Background: an optimization exercise with open tools, aiming at small area, a short achievable clock period and few clock cycles per item. Do not read the settings as production practice.
Only simulation tests tie the RTL to the original design; equivalence was not proved.

== run A ==
## rgb_to_xy_chromaticity
module rgb_to_xy_chromaticity (
    input  logic        i_clk,
    input  logic        i_rst_n,
    input  logic        i_s_tvalid,
    output logic        o_s_tready,
    input  logic [23:0] i_s_tdata,    
    output logic        o_m_tvalid,
    input  logic        i_m_tready,
    output logic [31:0] o_m_tdata,    
    output logic [0:0]  o_m_tuser     
);
export LEC_CHECK = 0
export ABC_AREA = 1
export CAP_MARGIN = 20
export CORE_MARGIN = 2
export CORE_UTILIZATION = 40
export CTS_BUF_LIST = sky130_fd_sc_hd__clkbuf_16
export CTS_CLUSTER_DIAMETER = 100
export CTS_CLUSTER_SIZE = 24
export SETUP_SLACK_MARGIN = 4.3
export SLEW_MARGIN = 20
create_clock -name core_clock -period 8.0 [get_ports {i_clk}]
run.sh (not shown) runs the stock make flow with config.mk's settings and CLKGATE_MAP_FILE= SYNTH_SCRIPT=/design/flow/synth_recipe.tcl, a recipe that flattens the netlist after the stock synthesis.
Run A completed end to end with timing, DRC and antenna clean.
Testbench counts of run A, summed over its fixed seeds: cycles 16,120, items 16,000.
Input changes introduced in run B (baseline for comparison: run A):
# run A
export LEC_CHECK = 0
export ABC_AREA = 1
export CAP_MARGIN = 20
export CORE_MARGIN = 2
export CORE_UTILIZATION = 40
export CTS_BUF_LIST = sky130_fd_sc_hd__clkbuf_16
export CTS_CLUSTER_DIAMETER = 100
export CTS_CLUSTER_SIZE = 24
export SETUP_SLACK_MARGIN = 4.3
export SLEW_MARGIN = 20
create_clock -name core_clock -period 8.0 [get_ports {i_clk}]
# run B
export LEC_CHECK = 0
export ABC_AREA = 1
export CAP_MARGIN = 20
export CORE_MARGIN = 2
export CORE_UTILIZATION = 40
export CTS_BUF_LIST = sky130_fd_sc_hd__clkbuf_16
export CTS_CLUSTER_DIAMETER = 100
export CTS_CLUSTER_SIZE = 20
export SETUP_SLACK_MARGIN = 4.0
export SLEW_MARGIN = 20
create_clock -name core_clock -period 8.0 [get_ports {i_clk}]
Findings:
Critical path endpoint: u_mat.r1816 -> run B, r_lin[32] -> run A. Number of vias per cell after detailed routing in run B is 0.39% below run A. Cell count: run B lower than run A. Run B vs run A: met1 wire length down in run B. Per the comparison of run B with run A, final area went down 0.0011 mm2; final critical delay including setup and external delays went up 0.32 ns.
The inputs of run C differ from those of run B as listed below.
# run B
export LEC_CHECK = 0
export ABC_AREA = 1
export CAP_MARGIN = 20
export CORE_MARGIN = 2
export CORE_UTILIZATION = 40
export CTS_BUF_LIST = sky130_fd_sc_hd__clkbuf_16
export CTS_CLUSTER_DIAMETER = 100
export CTS_CLUSTER_SIZE = 20
export SETUP_SLACK_MARGIN = 4.0
export SLEW_MARGIN = 20
create_clock -name core_clock -period 8.0 [get_ports {i_clk}]
# run C
export LEC_CHECK = 0
export ABC_AREA = 1
export CAP_MARGIN = 20
export CORE_MARGIN = 2
export CORE_UTILIZATION = 40
export CTS_BUF_LIST = sky130_fd_sc_hd__clkbuf_16
export CTS_CLUSTER_DIAMETER = 100
export CTS_CLUSTER_SIZE = 20
export SETUP_SLACK_MARGIN = 4.3
export SLEW_MARGIN = 20
create_clock -name core_clock -period 8.0 [get_ports {i_clk}]
Notes after the runs:
The final layouts of run B and run C pass the timing, design-rule and antenna checks.
Relative to run B, the final cell area reported for run C is higher.
Total of fill cells in the finished design ended up 142 lower on run C than on run B.
Global-route track usage on met1 of run B is on par with run C.
For run B, the launch point of the critical path was r_lin[45], unlike run C, where it was u_div.r_xs[6][30].
In the metrics for run B and run C, the one carrying the lower met1 layer wirelength in the final routing is run B.
The run showing the smaller least setup slack across all paths after layout is run B.
Per the comparison of run C with run B, xor/xnor cell area share of the yosys netlist closely matched the old numbers.
Run C has count of instances resized after the clock tree is built above what run B had.
Run C against run B: signed area change from the synthesized netlist to the final layout saw an increase, critical path buffer and inverter count grew by 1.

[static timing again, ports no longer ideal]
No port has a modelled driver above. Below, the same layouts with a new extraction and two added sets of constraints. Step 1 sets driving cells, clkbuf_16 on the clock port and buf_2 on the other inputs (assumed; they add their load-dependent delay and slew). Step 2 also shifts input and output timing later by t, the mid clock arrival at the registers, as if the neighbouring blocks saw the same clock. Slacks: ideal / step 1 / step 2; pairs: ideal / step 1.
run	shift t [ns]	slack for setup (ns)	hold WS [ns]	slew at the worst register clock pin (ns)
run A	0.978	4.286 / 4.286 / 3.987	0.314 / 0.314 / 0.314	0.10 / 0.10
run B	0.990	3.964 / 3.964 / 3.964	0.280 / 0.280 / 0.280	0.09 / 0.09
run C	0.987	4.261 / 4.261 / 3.994	0.279 / 0.279 / 0.279	0.09 / 0.09
After both steps setup and hold are still met in every run listed. For run A, which loses most, drivers alone change the setup slack by 0.000 ns; drivers and shift together by -0.299 ns.
